This is an optimization exercise on Yosys and OpenROAD, whose aim is small area, a short achievable clock period and few clock cycles per item, not a production implementation. The RTL was checked by simulation tests, not by an equivalence proof against the original design.

==> flow/design.v <==
`default_nettype none
package mie_pkg;
   localparam int unsigned STATUS_WIDTH = 1;
   localparam logic [STATUS_WIDTH-1:0] STATUS_OK   = 1'b0;
   localparam logic [STATUS_WIDTH-1:0] STATUS_NONE = 1'b1;
endpackage
`default_nettype wire
`default_nettype none
module modular_inverse_euclid_core #(
   parameter int unsigned DATA_WIDTH = 63
) (
   input  wire logic                               clock,
   input  wire logic                               reset,
   input  wire logic                               req_valid,
   output logic                                    req_ready,
   input  wire logic [DATA_WIDTH-1:0]              req_value,
   input  wire logic [DATA_WIDTH-1:0]              req_modulus,
   output logic                                    rsp_valid,
   input  wire logic                               rsp_ready,
   output logic [DATA_WIDTH-1:0]                   rsp_inverse,
   output logic [mie_pkg::STATUS_WIDTH-1:0]        rsp_status
);
   localparam int unsigned CW = 6;    
   localparam logic [CW-1:0] J0 = 6'b000001;
   function automatic logic [CW-1:0] j_up(input logic [CW-1:0] x);
      j_up = {x[4:0], x[5] ^ x[4]};
   endfunction
   function automatic logic [CW-1:0] j_dn(input logic [CW-1:0] x);
      j_dn = {x[0] ^ x[5], x[5:1]};
   endfunction
   function automatic logic ge64(input logic [63:0] x, input logic [63:0] y);
      logic [63:0] g, e;
      g = x & ~y;
      e = ~(x ^ y);
      for (int w = 1; w < 64; w = w * 2) begin
         for (int i = 0; i < 64; i = i + 2 * w) begin
            g[i] = g[i+w] | (e[i+w] & g[i]);
            e[i] = e[i+w] & e[i];
         end
      end
      ge64 = g[0] | e[0];
   endfunction
   localparam logic [1:0] PH_RUN  = 2'd0;    
   localparam logic [1:0] PH_FIX1 = 2'd1;    
   localparam logic [1:0] PH_FIX2 = 2'd2;    
   logic                  busy_ff, busy_in;
   logic                  ov_ff, ov_in;
   logic [1:0]            ph_ff, ph_in;
   logic                  align_ff, align_in;
   logic                  first_ff, first_in;
   logic                  neg_ff, neg_in;
   logic                  fail_ff, fail_in;
   logic [CW-1:0]         j_ff, j_in;
   logic [DATA_WIDTH-1:0] a_ff, a_in, b_ff, b_in;
   logic [DATA_WIDTH-1:0] ca_ff, ca_in, cb_ff, cb_in;
   logic [mie_pkg::STATUS_WIDTH-1:0] st_ff, st_in;
   logic [DATA_WIDTH:0]   s1;         
   logic [DATA_WIDTH-1:0] sum;        
   logic [DATA_WIDTH:0]   sum_x;
   logic                  b_le_a, b2_le_a;
   logic                  b_zero, a_one, m_one;
   logic                  take;       
   logic                  hold_out;   
   assign s1      = {1'b0, a_ff} - {1'b0, b_ff};
   assign sum_x   = {ca_ff, 1'b1} + {cb_ff, (ph_ff == PH_FIX2)};
   assign sum     = sum_x[DATA_WIDTH:1];
   assign b_le_a  = ge64({1'b0, a_ff}, {1'b0, b_ff});
   assign b2_le_a = ge64({1'b0, a_ff}, {b_ff, 1'b0});
   assign b_zero  = (b_ff == '0);
   assign a_one   = (a_ff == {{(DATA_WIDTH-1){1'b0}}, 1'b1});
   assign m_one   = (cb_ff == {{(DATA_WIDTH-1){1'b0}}, 1'b1});
   assign req_ready   = !busy_ff || (ph_ff == PH_FIX2 && !ov_ff);
   assign take        = req_valid && req_ready;
   assign hold_out    = ov_ff && !rsp_ready;
   assign rsp_valid   = ov_ff;
   assign rsp_inverse = cb_ff;
   assign rsp_status  = st_ff;
   logic run, dbl_e, sub_e, swp_e, fix1_e, fix2_e, dbl, c1;
   logic [DATA_WIDTH-1:0] a_pre, b_pre, ca_pre, cb_pre, res;
   assign run    = busy_ff && (ph_ff == PH_RUN);
   assign fix1_e = run && align_ff && b_zero;
   assign dbl_e  = run && align_ff && !b_zero && !b_ff[DATA_WIDTH-1];
   assign sub_e  = run && !(align_ff && b_zero) && (j_ff != J0);
   assign swp_e  = run && !(align_ff && b_zero) && (j_ff == J0) && !(first_ff && hold_out);
   assign fix2_e = busy_ff && (ph_ff == PH_FIX2) && !hold_out;
   assign dbl    = dbl_e && b2_le_a;
   assign c1     = b_le_a;
   assign res = (fail_ff || m_one) ? '0 : (neg_ff ? sum : ca_ff);
   always_comb begin
      a_pre  = take ? req_value : (swp_e ? b_ff : a_ff);
      b_pre  = take ? req_modulus : (sub_e ? (b_ff >> 1) : b_ff);
      ca_pre = take ? {{(DATA_WIDTH-1){1'b0}}, 1'b1} :
               (fix1_e && neg_ff) ? ~ca_ff :
               swp_e ? (first_ff ? '0 : cb_ff) : ca_ff;
      cb_pre = (sub_e && !first_ff) ? (cb_ff >> 1) :
               fix2_e ? res : cb_ff;
      if (dbl) begin
         a_in  = a_ff;
         b_in  = {b_ff[DATA_WIDTH-2:0], 1'b0};
         ca_in = ca_ff;
         cb_in = first_ff ? cb_ff : {cb_ff[DATA_WIDTH-2:0], 1'b0};
      end else begin
         a_in  = (sub_e && c1) ? s1[DATA_WIDTH-1:0] : a_pre;
         b_in  = swp_e ? (c1 ? s1[DATA_WIDTH-1:0] : a_ff) : b_pre;
         ca_in = (sub_e && !first_ff && c1) ? sum : ca_pre;
         cb_in = swp_e ? ((c1 && !first_ff) ? sum : ca_ff) : cb_pre;
      end
      busy_in = busy_ff; ov_in = ov_ff; ph_in = ph_ff; align_in = align_ff;
      first_in = first_ff; neg_in = neg_ff; fail_in = fail_ff; j_in = j_ff;
      st_in = st_ff;
      if (ov_ff && rsp_ready) begin
         ov_in = 1'b0;
      end
      if (dbl) begin
         j_in = j_up(j_ff);
      end else if (sub_e) begin
         align_in = 1'b0;
         j_in     = j_dn(j_ff);
      end else if (swp_e) begin
         align_in = 1'b1;
         first_in = 1'b0;
         neg_in   = !neg_ff;
         j_in     = J0;
      end
      if (fix1_e) begin
         ph_in   = PH_FIX1;
         fail_in = first_ff || !a_one;
      end
      if (busy_ff && ph_ff == PH_FIX1) begin
         ph_in = PH_FIX2;
      end
      if (fix2_e) begin
         busy_in = 1'b0;
         ov_in   = 1'b1;
         st_in   = fail_ff ? mie_pkg::STATUS_NONE : mie_pkg::STATUS_OK;
      end
      if (take) begin
         busy_in  = 1'b1;
         ph_in    = PH_RUN;
         align_in = 1'b1;
         first_in = 1'b1;
         neg_in   = 1'b0;
         j_in     = J0;
      end
   end
   always_ff @(posedge clock) begin
      if (reset) begin
         busy_ff <= 1'b0;
         ov_ff   <= 1'b0;
      end else begin
         busy_ff <= busy_in;
         ov_ff   <= ov_in;
      end
      ph_ff <= ph_in; align_ff <= align_in; first_ff <= first_in;
      neg_ff <= neg_in; fail_ff <= fail_in; j_ff <= j_in;
      a_ff <= a_in; b_ff <= b_in; ca_ff <= ca_in; cb_ff <= cb_in;
      st_ff <= st_in;
   end
endmodule
`default_nettype wire
clock: 6.0 ns
lec_check: 0
cap_margin: 20
core_margin: 2
core_utilization: 30
setup_slack_margin: 2.5
slew_margin: 20
tns_end_percent: 0
standard.sh (not shown) runs the stock make flow with config.mk's settings and CLKGATE_MAP_FILE= SYNTH_SCRIPT=/design/flow/synth_recipe.tcl, a recipe that flattens the netlist after the stock synthesis.
==> flow/flow/run.sh <==
#!/bin/bash
# The standard layout (standard.sh, the standard flow's own ORFS run, synthesis included
# and unchanged), except that the ports get plain buf_1 cells as their
# buffers instead of the clkdlybuf4s50_1 cells buffer_ports picks by itself.
# make's full output goes to standard_flow.log here; ORFS keeps each step's
# log under orfs/logs as usual.
set -euo pipefail
cd "$(dirname "${BASH_SOURCE[0]}")/.."
bash standard.sh "BUFFER_PORTS_ARGS=-buffer_cell sky130_fd_sc_hd__buf_1" finish \
   > standard_flow.log 2>&1
Testbench counts at the start, summed over its fixed seeds: cycles 314,341, items 2,400.
Next try:
--- a/flow/design.v
+++ b/flow/design.v
@@ -27,20 +27,8 @@
    endfunction
    function automatic logic [CW-1:0] j_dn(input logic [CW-1:0] x);
       j_dn = {x[0] ^ x[5], x[5:1]};
    endfunction
-   function automatic logic ge64(input logic [63:0] x, input logic [63:0] y);
-      logic [63:0] g, e;
-      g = x & ~y;
-      e = ~(x ^ y);
-      for (int w = 1; w < 64; w = w * 2) begin
-         for (int i = 0; i < 64; i = i + 2 * w) begin
-            g[i] = g[i+w] | (e[i+w] & g[i]);
-            e[i] = e[i+w] & e[i];
-         end
-      end
-      ge64 = g[0] | e[0];
-   endfunction
    localparam logic [1:0] PH_RUN  = 2'd0;    
    localparam logic [1:0] PH_FIX1 = 2'd1;    
    localparam logic [1:0] PH_FIX2 = 2'd2;    
    logic                  busy_ff, busy_in;
@@ -54,47 +42,56 @@
    logic [DATA_WIDTH-1:0] a_ff, a_in, b_ff, b_in;
    logic [DATA_WIDTH-1:0] ca_ff, ca_in, cb_ff, cb_in;
    logic [mie_pkg::STATUS_WIDTH-1:0] st_ff, st_in;
    logic [DATA_WIDTH:0]   s1;         
+   logic [DATA_WIDTH:0]   s2;         
    logic [DATA_WIDTH-1:0] sum;        
    logic [DATA_WIDTH:0]   sum_x;
    logic                  b_le_a, b2_le_a;
-   logic                  b_zero, a_one, m_one;
+   logic                  b_zero, b_one, a_one;
+   logic                  b_high_zero;    
+   logic                  early;          
    logic                  take;       
    logic                  hold_out;   
    assign s1      = {1'b0, a_ff} - {1'b0, b_ff};
+   assign s2      = {1'b0, a_ff} - {b_ff, 1'b0};
    assign sum_x   = {ca_ff, 1'b1} + {cb_ff, (ph_ff == PH_FIX2)};
    assign sum     = sum_x[DATA_WIDTH:1];
-   assign b_le_a  = ge64({1'b0, a_ff}, {1'b0, b_ff});
-   assign b2_le_a = ge64({1'b0, a_ff}, {b_ff, 1'b0});
-   assign b_zero  = (b_ff == '0);
+   assign b_le_a  = !s1[DATA_WIDTH];
+   assign b2_le_a = !s2[DATA_WIDTH];
+   assign b_high_zero = (b_ff[DATA_WIDTH-1:1] == '0);
+   assign b_zero  = b_high_zero && !b_ff[0];
+   assign b_one   = b_high_zero && b_ff[0];
    assign a_one   = (a_ff == {{(DATA_WIDTH-1){1'b0}}, 1'b1});
-   assign m_one   = (cb_ff == {{(DATA_WIDTH-1){1'b0}}, 1'b1});
-   assign req_ready   = !busy_ff || (ph_ff == PH_FIX2 && !ov_ff);
+   assign early       = (ph_ff == PH_RUN) && align_ff && b_one && (neg_ff || first_ff);
+   assign req_ready   = !busy_ff || ((ph_ff == PH_FIX2 || early) && !ov_ff);
    assign take        = req_valid && req_ready;
    assign hold_out    = ov_ff && !rsp_ready;
    assign rsp_valid   = ov_ff;
    assign rsp_inverse = cb_ff;
    assign rsp_status  = st_ff;
-   logic run, dbl_e, sub_e, swp_e, fix1_e, fix2_e, dbl, c1;
+   logic run, dbl_e, sub_e, swp_e, fix1_e, fix2_e, done_e, dbl, c1;
    logic [DATA_WIDTH-1:0] a_pre, b_pre, ca_pre, cb_pre, res;
    assign run    = busy_ff && (ph_ff == PH_RUN);
    assign fix1_e = run && align_ff && b_zero;
-   assign dbl_e  = run && align_ff && !b_zero && !b_ff[DATA_WIDTH-1];
+   assign dbl_e  = run && align_ff && !b_zero && !early && !b_ff[DATA_WIDTH-1];
+   assign done_e = run && early && !(first_ff && hold_out);
    assign sub_e  = run && !(align_ff && b_zero) && (j_ff != J0);
-   assign swp_e  = run && !(align_ff && b_zero) && (j_ff == J0) && !(first_ff && hold_out);
+   assign swp_e  = run && !(align_ff && b_zero) && !early && (j_ff == J0) &&
+                   !(first_ff && hold_out);
    assign fix2_e = busy_ff && (ph_ff == PH_FIX2) && !hold_out;
    assign dbl    = dbl_e && b2_le_a;
    assign c1     = b_le_a;
-   assign res = (fail_ff || m_one) ? '0 : (neg_ff ? sum : ca_ff);
+   assign res = fail_ff ? '0 : (neg_ff ? sum : ca_ff);
    always_comb begin
       a_pre  = take ? req_value : (swp_e ? b_ff : a_ff);
       b_pre  = take ? req_modulus : (sub_e ? (b_ff >> 1) : b_ff);
       ca_pre = take ? {{(DATA_WIDTH-1){1'b0}}, 1'b1} :
                (fix1_e && neg_ff) ? ~ca_ff :
                swp_e ? (first_ff ? '0 : cb_ff) : ca_ff;
       cb_pre = (sub_e && !first_ff) ? (cb_ff >> 1) :
-               fix2_e ? res : cb_ff;
+               fix2_e ? res :
+               (done_e && first_ff) ? '0 : cb_ff;
       if (dbl) begin
          a_in  = a_ff;
          b_in  = {b_ff[DATA_WIDTH-2:0], 1'b0};
          ca_in = ca_ff;
@@ -133,8 +130,13 @@
          busy_in = 1'b0;
          ov_in   = 1'b1;
          st_in   = fail_ff ? mie_pkg::STATUS_NONE : mie_pkg::STATUS_OK;
       end
+      if (done_e) begin
+         busy_in = 1'b0;
+         ov_in   = 1'b1;
+         st_in   = mie_pkg::STATUS_OK;
+      end
       if (take) begin
          busy_in  = 1'b1;
          ph_in    = PH_RUN;
          align_in = 1'b1;
=> The new run produced a clean layout. Worst hold slack got worse by 0.028 ns. Sequential share of layout area came out higher by 0.62 points. Die area went up by 0.47%. Wire length drops by 2.7%. Worst setup slack loses 0.26 ns. Maximum frequency shrinks by 6.4%. Final area shrinks by 2.5%. Sequential cell count is unchanged. Final cell count came out lower by 0.70%. Clock skew went up by 0.020 ns. Synthesized cell count stays flat.
Testbench counts after the change, summed over its fixed seeds: cycles 309,307, items 2,400.


== trial 15 ==
RTL: the design.v shown in full above, as it stands there.
make LEC_CHECK=0 CAP_MARGIN=20 CORE_MARGIN=2 CORE_UTILIZATION=30 SETUP_SLACK_MARGIN=2.5 SLEW_MARGIN=20 TNS_END_PERCENT=0 finish   # period 6.0 ns
run.sh (not shown) runs the stock make flow with config.mk's settings and CLKGATE_MAP_FILE= SYNTH_SCRIPT=/design/flow/synth_recipe.tcl, a recipe that flattens the netlist after the stock synthesis.
Stock flow here: none of the scripts above is used.
Testbench counts of trial 15, summed over its fixed seeds: cycles 314,341, items 2,400.
#### Input delta (trial 19 over trial 15)
--- a/flow/design.v
+++ b/flow/design.v
@@ -25,24 +25,12 @@
    function automatic logic [CW-1:0] j_up(input logic [CW-1:0] x);
       j_up = {x[4:0], x[5] ^ x[4]};
    endfunction
    function automatic logic [CW-1:0] j_dn(input logic [CW-1:0] x);
       j_dn = {x[0] ^ x[5], x[5:1]};
    endfunction
-   function automatic logic ge64(input logic [63:0] x, input logic [63:0] y);
-      logic [63:0] g, e;
-      g = x & ~y;
-      e = ~(x ^ y);
-      for (int w = 1; w < 64; w = w * 2) begin
-         for (int i = 0; i < 64; i = i + 2 * w) begin
-            g[i] = g[i+w] | (e[i+w] & g[i]);
-            e[i] = e[i+w] & e[i];
-         end
-      end
-      ge64 = g[0] | e[0];
-   endfunction
    localparam logic [1:0] PH_RUN  = 2'd0;    
    localparam logic [1:0] PH_FIX1 = 2'd1;    
    localparam logic [1:0] PH_FIX2 = 2'd2;    
    logic                  busy_ff, busy_in;
    logic                  ov_ff, ov_in;
    logic [1:0]            ph_ff, ph_in;
@@ -52,23 +40,25 @@
    logic                  fail_ff, fail_in;
    logic [CW-1:0]         j_ff, j_in;
    logic [DATA_WIDTH-1:0] a_ff, a_in, b_ff, b_in;
    logic [DATA_WIDTH-1:0] ca_ff, ca_in, cb_ff, cb_in;
    logic [mie_pkg::STATUS_WIDTH-1:0] st_ff, st_in;
    logic [DATA_WIDTH:0]   s1;         
+   logic [DATA_WIDTH:0]   s2;         
    logic [DATA_WIDTH-1:0] sum;        
    logic [DATA_WIDTH:0]   sum_x;
    logic                  b_le_a, b2_le_a;
    logic                  b_zero, a_one, m_one;
    logic                  take;       
    logic                  hold_out;   
    assign s1      = {1'b0, a_ff} - {1'b0, b_ff};
+   assign s2      = {1'b0, a_ff} - {b_ff, 1'b0};
    assign sum_x   = {ca_ff, 1'b1} + {cb_ff, (ph_ff == PH_FIX2)};
    assign sum     = sum_x[DATA_WIDTH:1];
-   assign b_le_a  = ge64({1'b0, a_ff}, {1'b0, b_ff});
-   assign b2_le_a = ge64({1'b0, a_ff}, {b_ff, 1'b0});
+   assign b_le_a  = !s1[DATA_WIDTH];
+   assign b2_le_a = !s2[DATA_WIDTH];
    assign b_zero  = (b_ff == '0);
    assign a_one   = (a_ff == {{(DATA_WIDTH-1){1'b0}}, 1'b1});
    assign m_one   = (cb_ff == {{(DATA_WIDTH-1){1'b0}}, 1'b1});
    assign req_ready   = !busy_ff || (ph_ff == PH_FIX2 && !ov_ff);
    assign take        = req_valid && req_ready;
    assign hold_out    = ov_ff && !rsp_ready;
==> run summary <==
- Delta (trial 19 minus trial 15): via total after detailed routing shrank by 1675, post-synthesis compound-gate area fraction decreased 1.5 points, number of DRC violations after detailed-routing iteration 0 went down about 18%.
- Fmax | trial 19 vs trial 15 | trial 19 slower
- The run showing the smaller global-route met1 utilization is trial 19.
- In trial 19 the sequential fraction of the synthesis area turned out 0.65 points higher than in trial 15.
- Re worst-case clock buffer depth: no difference whatsoever between trial 15 and trial 19.
- Post-synthesis simple-gate area fraction was higher in trial 19 than in trial 15.
- Diff trial 15 -> trial 19: clock input transition at the sequential cells of the worst setup and hold paths stayed essentially flat; share of the core filled with cells saw a decrease; total setup buffers inserted after CTS -35%; cell count of the worst reg-to-reg path shows a reduction of 2.
Testbench counts of trial 19, summed over its fixed seeds: cycles 314,341, items 2,400.

what the ideal ports hide:
The flow's constraints put no driver on any port. The routed layouts listed below were extracted and timed again, unchanged, in two steps. Step 1 sets driving cells, clkbuf_16 on the clock port and buf_2 on the other inputs (assumed; they add their load-dependent delay and slew). Step 2 times the ports against the registers' clock, not the clock port: input delays grow and output delays shrink by t, the midpoint of the rising clock arrivals with the driver on. a / b / c = ideal / step 1 / step 2; a / b = the first two.
| run | t, ns | setup slack, ns | clock arrival spread, ns | worst register clock-pin slew, ns | worst data-port slew with drivers (ns) |
|---|---|---|---|---|---|
| the first run of note 1 | 0.619 | 2.259 / 2.259 / 2.085 | 0.031 / 0.030 | 0.07 / 0.07 | 0.11 |
| the second run of note 1 | 0.637 | 2.003 / 1.983 / 1.405 | 0.050 / 0.051 | 0.06 / 0.06 | 0.11 |
| trial 15 | 0.631 | 2.099 / 2.099 / 1.841 | 0.029 / 0.029 | 0.07 / 0.07 | 0.06 |
| trial 19 | 0.639 | 2.048 / 2.063 / 1.445 | 0.033 / 0.033 | 0.07 / 0.07 | 0.15 |
After both steps every run listed still meets setup and hold. The setup slack of trial 19, which loses most, moves by +0.015 ns with the drivers and by -0.603 ns with both steps.
